Context: an optimization exercise on an open-source flow, tuned for small area, a short achievable clock period and few clock cycles per item. The choices shown serve that exercise and are no tape-out recipe. RTL that was checked went through simulation tests only; none was proved equivalent to the original. Power is estimated from default activity; no workload was simulated.

==> flow/design.v <==
`timescale 1ns / 1ps
`default_nettype none
package bgpr_pkg;
  localparam int COLUMNS = 128;
  localparam int SMP_W   = 8;
  localparam int COL_W   = 7;
  localparam int ROW_W   = 2;
  localparam int CNT_W   = 8;
  localparam logic [1:0] OP_CLEAR = 2'd0;
  localparam logic [1:0] OP_LOAD  = 2'd1;
  localparam logic [1:0] OP_READ  = 2'd2;
  localparam logic [1:0] OP_NONE  = 2'd3;
  localparam logic [SMP_W-1:0] FULL_SCALE_RST = 8'd75;
  localparam int FIFO_D = 9;
  localparam int OUT_SLOTS = FIFO_D + 1;
endpackage
`default_nettype wire
`timescale 1ns / 1ps
`default_nettype none
module bgpr_front (
  input  wire logic        clk,
  input  wire logic        wr,        
  input  wire logic [7:0]  wdata,
  input  wire logic [7:0]  sel_hi,    
  input  wire logic [15:0] sel_lo,    
  output logic [7:0]       rdata
);
  logic [7:0] ring [128];
  always_ff @(posedge clk) begin
    ring[0] <= wr ? wdata : ring[127];
    for (int i = 1; i < 128; i++) ring[i] <= ring[i-1];
  end
  logic [7:0] grp [8];
  always_comb begin
    for (int g = 0; g < 8; g++) begin
      grp[g] = '0;
      for (int j = 0; j < 16; j++) grp[g] = grp[g] | (ring[16*g+j] & {8{sel_lo[j]}});
    end
    rdata = '0;
    for (int g = 0; g < 8; g++) rdata = rdata | (grp[g] & {8{sel_hi[g]}});
  end
endmodule
`default_nettype wire
`timescale 1ns / 1ps
`default_nettype none
module bgpr_queue (
  input  wire logic clk,
  input  wire logic rst,
  input  wire logic push,
  input  wire logic [3:0] push_code,
  input  wire logic pop,
  output logic [3:0] head,
  output logic      empty
);
  localparam int D = bgpr_pkg::FIFO_D;
  logic [3:0] entries [D];
  logic [3:0] count;
  assign empty = count == '0;
  always_comb begin
    head = entries[0];
    for (int i = 1; i < D; i++) begin
      if (count == 4'(i + 1)) head = entries[i];
    end
  end
  always_ff @(posedge clk) begin
    if (rst) begin
      count <= '0;
    end else if (push && !pop) begin
      count <= count + 4'd1;
    end else if (pop && !push) begin
      count <= count - 4'd1;
    end
  end
  always_ff @(posedge clk) begin
    if (push) begin
      entries[0] <= push_code;
      for (int i = 1; i < D; i++) entries[i] <= entries[i-1];
    end
  end
endmodule
`default_nettype wire
`timescale 1ns / 1ps
`default_nettype none
module bgpr_back (
  input  wire logic       clk,
  input  wire logic       rst,
  input  wire logic [7:0] floor_value,
  input  wire logic [7:0] s,            
  input  wire logic       in_valid,
  input  wire logic [7:0] in_x,         
  input  wire logic [1:0] in_row,
  output logic [5:0]      vv,           
  output logic            out_valid,
  output logic [3:0]      out_code      
);
  function automatic logic [8:0] dstep(input logic [7:0] r, input logic [7:0] sv);
    logic [9:0] diff;
    diff  = {1'b0, r, 1'b0} - {2'b0, sv};
    dstep = diff[9] ? {1'b0, r[6:0], 1'b0} : {1'b1, diff[7:0]};
  endfunction
  logic       v3;
  logic [7:0] x3;
  logic [1:0] row3;
  always_ff @(posedge clk) begin
    if (rst) v3 <= 1'b0;
    else     v3 <= in_valid;
    x3   <= in_x;
    row3 <= in_row;
  end
  logic [7:0] d3;
  assign d3 = (x3 > floor_value) ? x3 - floor_value : 8'd0;
  logic       v4;
  logic [7:0] r4;
  logic [1:0] row4;
  always_ff @(posedge clk) begin
    if (rst) v4 <= 1'b0;
    else     v4 <= v3;
    r4   <= d3;
    row4 <= row3;
  end
  logic [8:0] st4;
  logic       q5_4;
  assign st4  = dstep(r4, s);
  assign q5_4 = r4 >= s;
  logic       v5;
  logic [1:0] q54_5;
  logic [7:0] r5;
  logic [1:0] row5;
  always_ff @(posedge clk) begin
    if (rst) v5 <= 1'b0;
    else     v5 <= v4;
    r5    <= st4[7:0];
    q54_5 <= {q5_4, st4[8]};
    row5  <= row4;
  end
  logic [8:0] st5;
  assign st5 = dstep(r5, s);
  logic       v6;
  logic [2:0] q53_6;
  logic [7:0] r6;
  logic [1:0] row6;
  always_ff @(posedge clk) begin
    if (rst) v6 <= 1'b0;
    else     v6 <= v5;
    r6    <= st5[7:0];
    q53_6 <= {q54_5, st5[8]};
    row6  <= row5;
  end
  logic [8:0] st6;
  logic       full6, zero6;
  assign st6   = dstep(r6, s);
  assign full6 = q53_6[2] || q53_6[1:0] > ~row6;
  assign zero6 = !q53_6[2] && q53_6[1:0] < ~row6;
  logic       v7, full7, zero7, q2_7;
  logic [7:0] r7;
  always_ff @(posedge clk) begin
    if (rst) v7 <= 1'b0;
    else     v7 <= v6;
    r7    <= st6[7:0];
    full7 <= full6;
    zero7 <= zero6;
    q2_7  <= st6[8];
  end
  logic [8:0] st7;
  assign st7 = dstep(r7, s);
  logic       v8, full8, zero8;
  logic [1:0] q21_8;
  logic [7:0] r8;
  always_ff @(posedge clk) begin
    if (rst) v8 <= 1'b0;
    else     v8 <= v7;
    r8    <= st7[7:0];
    full8 <= full7;
    zero8 <= zero7;
    q21_8 <= {q2_7, st7[8]};
  end
  logic [8:0] st8;
  assign st8 = dstep(r8, s);
  assign out_valid = v8;
  assign out_code  = (s == 8'd0) ? 4'd15 :
                     full8       ? 4'd8  :
                     zero8       ? 4'd0  : {1'b0, q21_8, st8[8]};
  assign vv        = {v8, v7, v6, v5, v4, v3};
endmodule
`default_nettype wire
`timescale 1ns / 1ps
`default_nettype none
module bar_graph_page_renderer_unit (
  input  wire logic  clk,
  input  wire logic  rst,
  input  wire logic         items_valid,
  output logic              items_ready,
  input  wire logic [1:0]   items_operation,
  input  wire logic [7:0]   items_sample,
  input  wire logic [1:0]   items_row,
  input  wire logic [6:0]   items_column,
  input  wire logic         cfg_valid,
  output logic              cfg_ready,
  input  wire logic [1:0]   cfg_index,
  input  wire logic [7:0]   cfg_data,
  output logic              results_valid,
  input  wire logic         results_ready,
  output logic [7:0]        results_pixel_byte,
  output logic              results_scale_valid
);
  logic [7:0] floor_value;
  logic [7:0] full_scale;
  logic       w_valid;
  logic [1:0] w_op;
  logic [7:0] w_sample;
  logic [1:0] w_row;
  logic [6:0] w_col;
  logic [7:0] n;           
  logic [6:0] a1;          
  logic [6:0] gap;         
  logic [7:0] peak;
  logic       pk_v;
  logic       pk_clr;
  logic       pk_gt;
  logic [7:0] pk_span;
  logic [7:0] s_use;
  logic        v2;
  logic [7:0]  sel_hi;
  logic [15:0] sel_lo;
  logic [1:0]  row2;
  logic       ready_q;
  logic [3:0] outstanding;
  logic in_acc;
  assign in_acc      = items_valid && ready_q;
  assign items_ready = ready_q;
  assign cfg_ready   = 1'b1;
  logic ld, clr, rd, ld_do;
  assign ld    = w_valid && w_op == bgpr_pkg::OP_LOAD;
  assign clr   = w_valid && w_op == bgpr_pkg::OP_CLEAR;
  assign rd    = w_valid && w_op == bgpr_pkg::OP_READ;
  assign ld_do = ld && !n[7];
  logic [7:0] n_nxt;
  logic [6:0] gap_nxt;
  assign n_nxt   = clr ? 8'd0 : ld_do ? n + 8'd1 : n;
  assign gap_nxt = ld_do ? 7'd0 : gap - 7'd1;
  logic [5:0] vv;         
  logic       busy;       
  logic       pk_apply;
  assign busy     = v2 || (vv != '0);
  assign pk_apply = pk_v && !busy;
  always_ff @(posedge clk) begin
    if (rst) begin
      w_valid <= 1'b0;
    end else begin
      w_valid <= in_acc;
    end
    w_op     <= items_operation;
    w_sample <= items_sample;
    w_row    <= items_row;
    w_col    <= items_column;
  end
  always_ff @(posedge clk) begin
    if (rst) begin
      floor_value <= '0;
      full_scale  <= bgpr_pkg::FULL_SCALE_RST;
      n           <= '0;
      peak        <= '0;
      pk_v        <= 1'b0;
    end else begin
      if (cfg_valid) begin
        if (cfg_index == 2'd0) floor_value <= cfg_data;
        if (cfg_index == 2'd1) full_scale  <= cfg_data;
      end
      n <= n_nxt;
      if (pk_apply) begin
        if (pk_clr) begin
          peak <= '0;
        end else if (pk_gt && pk_span > peak) begin
          peak <= pk_span;
        end
      end
      if (clr || ld_do) begin
        pk_v <= 1'b1;
      end else if (pk_apply) begin
        pk_v <= 1'b0;
      end
    end
    if (clr || ld_do) begin
      pk_clr  <= clr;
      pk_gt   <= w_sample > floor_value;
      pk_span <= w_sample - floor_value;
    end
    gap    <= gap_nxt;
    a1     <= (ld_do && n == 8'd0) ? 7'd1 : a1 + 7'd1;
    s_use  <= (full_scale != '0) ? full_scale : peak;
  end
  logic [6:0] place;
  logic       draw;
  assign place = a1 - w_col;
  assign draw  = {1'b0, w_col} < n;
  always_ff @(posedge clk) begin
    if (rst) v2 <= 1'b0;
    else     v2 <= rd;
    for (int i = 0; i < 8; i++)  sel_hi[i] <= draw && place[6:4] == 3'(i);
    for (int i = 0; i < 16; i++) sel_lo[i] <= place[3:0] == 4'(i);
    row2 <= w_row;
  end
  logic [7:0] rdata;
  bgpr_front u_front (
    .clk    (clk),
    .wr     (ld_do),
    .wdata  (w_sample),
    .sel_hi (sel_hi),
    .sel_lo (sel_lo),
    .rdata  (rdata)
  );
  logic       v_res;
  logic [3:0] code_res;
  bgpr_back u_back (
    .clk         (clk),
    .rst         (rst),
    .floor_value (floor_value),
    .s           (s_use),
    .in_valid    (v2),
    .in_x        (rdata),
    .in_row      (row2),
    .vv          (vv),
    .out_valid   (v_res),
    .out_code    (code_res)
  );
  logic       out_valid;
  logic [7:0] out_byte;
  logic       out_sv;
  logic       out_free;
  logic       f_push, f_pop, f_empty;
  logic [3:0] f_head;
  logic [3:0] next_code;
  assign out_free  = !out_valid || results_ready;
  assign f_pop     = out_free && !f_empty;
  assign f_push    = v_res && (!out_free || !f_empty);
  assign next_code = f_empty ? code_res : f_head;
  bgpr_queue u_queue (
    .clk       (clk),
    .rst       (rst),
    .push      (f_push),
    .push_code (code_res),
    .pop       (f_pop),
    .head      (f_head),
    .empty     (f_empty)
  );
  always_ff @(posedge clk) begin
    if (rst) begin
      out_valid <= 1'b0;
    end else if (out_free) begin
      out_valid <= !f_empty || v_res;
    end
    if (out_free) begin
      out_sv   <= next_code != 4'd15;
      out_byte <= (next_code == 4'd15) ? 8'd0 : ~(8'hFF >> next_code);
    end
  end
  assign results_valid       = out_valid;
  assign results_pixel_byte  = out_byte;
  assign results_scale_valid = out_sv;
  logic [3:0] out_nxt;
  logic       ldclr_nxt;
  logic       z_nxt;
  logic       pk_v_nxt;
  logic [6:0] v_nxt;      
  logic       hold_nxt;
  assign out_nxt   = outstanding + {3'd0, in_acc && items_operation == bgpr_pkg::OP_READ}
                                 - {3'd0, out_valid && results_ready};
  assign ldclr_nxt = in_acc && (items_operation == bgpr_pkg::OP_LOAD ||
                                items_operation == bgpr_pkg::OP_CLEAR);
  assign z_nxt     = ldclr_nxt || n_nxt == 8'd0 || n_nxt[7] || gap_nxt == 7'd1;
  assign pk_v_nxt  = clr || ld_do || (pk_v && busy);
  assign v_nxt     = {vv[4:0], v2, rd};
  assign hold_nxt  = (ldclr_nxt && v_nxt[5:0] != '0) || (pk_v_nxt && v_nxt != '0);
  always_ff @(posedge clk) begin
    if (rst) begin
      outstanding <= '0;
      ready_q     <= 1'b1;
    end else begin
      outstanding <= out_nxt;
      ready_q     <= z_nxt && !hold_nxt && out_nxt < 4'(bgpr_pkg::OUT_SLOTS);
    end
  end
endmodule
`default_nettype wire
==> flow/config.mk <==
export PLATFORM = sky130hd
export DESIGN_NAME = bar_graph_page_renderer_unit
export DESIGN_NICKNAME = bar_graph_page_renderer_unit
export VERILOG_FILES = /design/flow/design.v
export SDC_FILE = /design/flow/constraint.sdc
export NUM_CORES = 4
export LEC_CHECK = 0
export CAP_MARGIN = 20
export CORE_MARGIN = 2
export CORE_UTILIZATION = 40
export CTS_BUF_LIST = sky130_fd_sc_hd__clkbuf_16
export CTS_CLUSTER_DIAMETER = 70
export CTS_CLUSTER_SIZE = 25
export SETUP_SLACK_MARGIN = 2.5
export SLEW_MARGIN = 20
==> flow/constraint.sdc <==
create_clock -name core_clock -period 5.0 [get_ports {clk}]
set_input_delay 1.0000 -clock core_clock [delete_from_list [all_inputs] [get_ports {clk}]]
set_output_delay 1.0000 -clock core_clock [all_outputs]
set_load 0.01 [all_outputs]
run.sh (not shown) runs the stock make flow with config.mk's settings and CLKGATE_MAP_FILE= SYNTH_SCRIPT=/design/flow/synth_recipe.tcl, a recipe that flattens the netlist after the stock synthesis.
Testbench counts at the start, summed over its fixed seeds: cycles 10,400, items 8,192.
Change:
--- a/flow/design.v
+++ b/flow/design.v
@@ -94,8 +94,6 @@
   output logic [3:0]      out_code      
 );
-  function automatic logic [8:0] dstep(input logic [7:0] r, input logic [7:0] sv);
-    logic [9:0] diff;
-    diff  = {1'b0, r, 1'b0} - {2'b0, sv};
-    dstep = diff[9] ? {1'b0, r[6:0], 1'b0} : {1'b1, diff[7:0]};
+  function automatic logic [8:0] nstep(input logic [8:0] p, input logic [7:0] sv);
+    nstep = {p[7:0], ~p[8]} + ({1'b0, sv} ^ {9{~p[8]}});
   endfunction
   logic       v3;
@@ -121,64 +119,64 @@
   logic [8:0] st4;
   logic       q5_4;
-  assign st4  = dstep(r4, s);
+  assign st4  = nstep({1'b0, r4}, s);
   assign q5_4 = r4 >= s;
   logic       v5;
   logic [1:0] q54_5;
-  logic [7:0] r5;
+  logic [8:0] r5;
   logic [1:0] row5;
   always_ff @(posedge clk) begin
     if (rst) v5 <= 1'b0;
     else     v5 <= v4;
-    r5    <= st4[7:0];
-    q54_5 <= {q5_4, st4[8]};
+    r5    <= st4;
+    q54_5 <= {q5_4, ~st4[8]};
     row5  <= row4;
   end
   logic [8:0] st5;
-  assign st5 = dstep(r5, s);
+  assign st5 = nstep(r5, s);
   logic       v6;
   logic [2:0] q53_6;
-  logic [7:0] r6;
+  logic [8:0] r6;
   logic [1:0] row6;
   always_ff @(posedge clk) begin
     if (rst) v6 <= 1'b0;
     else     v6 <= v5;
-    r6    <= st5[7:0];
-    q53_6 <= {q54_5, st5[8]};
+    r6    <= st5;
+    q53_6 <= {q54_5, ~st5[8]};
     row6  <= row5;
   end
   logic [8:0] st6;
   logic       full6, zero6;
-  assign st6   = dstep(r6, s);
+  assign st6   = nstep(r6, s);
   assign full6 = q53_6[2] || q53_6[1:0] > ~row6;
   assign zero6 = !q53_6[2] && q53_6[1:0] < ~row6;
   logic       v7, full7, zero7, q2_7;
-  logic [7:0] r7;
+  logic [8:0] r7;
   always_ff @(posedge clk) begin
     if (rst) v7 <= 1'b0;
     else     v7 <= v6;
-    r7    <= st6[7:0];
+    r7    <= st6;
     full7 <= full6;
     zero7 <= zero6;
-    q2_7  <= st6[8];
+    q2_7  <= ~st6[8];
   end
   logic [8:0] st7;
-  assign st7 = dstep(r7, s);
+  assign st7 = nstep(r7, s);
   logic       v8, full8, zero8;
   logic [1:0] q21_8;
-  logic [7:0] r8;
+  logic [8:0] r8;
   always_ff @(posedge clk) begin
     if (rst) v8 <= 1'b0;
     else     v8 <= v7;
-    r8    <= st7[7:0];
+    r8    <= st7;
     full8 <= full7;
     zero8 <= zero7;
-    q21_8 <= {q2_7, st7[8]};
+    q21_8 <= {q2_7, ~st7[8]};
   end
   logic [8:0] st8;
-  assign st8 = dstep(r8, s);
+  assign st8 = nstep(r8, s);
   assign out_valid = v8;
   assign out_code  = (s == 8'd0) ? 4'd15 :
                      full8       ? 4'd8  :
-                     zero8       ? 4'd0  : {1'b0, q21_8, st8[8]};
+                     zero8       ? 4'd0  : {1'b0, q21_8, ~st8[8]};
   assign vv        = {v8, v7, v6, v5, v4, v3};
 endmodule
Result: The changed run finished with timing, DRC and antenna clean. Area after synthesis rose by 0.43%. Flip-flop and latch count is higher by 4. Routed wire length is lower by 1.0%. Core utilization falls by 0.76 points. Count of clock-buffer cells in the layout decreases by 4. Total power goes up by 0.82%.
No functional check of the RTL was part of the second run of this note.

-- separate check: timing with driven ports --
Ports are ideal in the flow. The routed layouts listed here were re-timed in OpenROAD. Step 1, drivers: a clkbuf_16 drives clk and a buf_2 each remaining input, both assumed. Step 2 adds t to the input delays and takes it off the output delays; t is the mean of the earliest and latest rising clock arrival at the registers after step 1. Input paths then give back, and output paths get back, about the clock's delay inside the block. Three values: ideal, step 1, step 2; two values: the first two.
| run | t, ns | slack for setup (ns) | latest minus earliest clock arrival (ns) | worst data-port slew with drivers (ns) | cell pins on the clock port's net |
|---|---|---|---|---|---|
| the first run | 0.720 | 2.422 / 2.422 / 2.040 | 0.027 / 0.027 | 0.04 | 1 |
| the second run | 0.728 | 2.530 / 2.530 / 1.966 | 0.049 / 0.048 | 0.10 | 1 |
After both steps setup and hold are still met in every run listed. For the second run, which loses most, drivers alone change the setup slack by 0.000 ns; drivers and shift together by -0.564 ns.
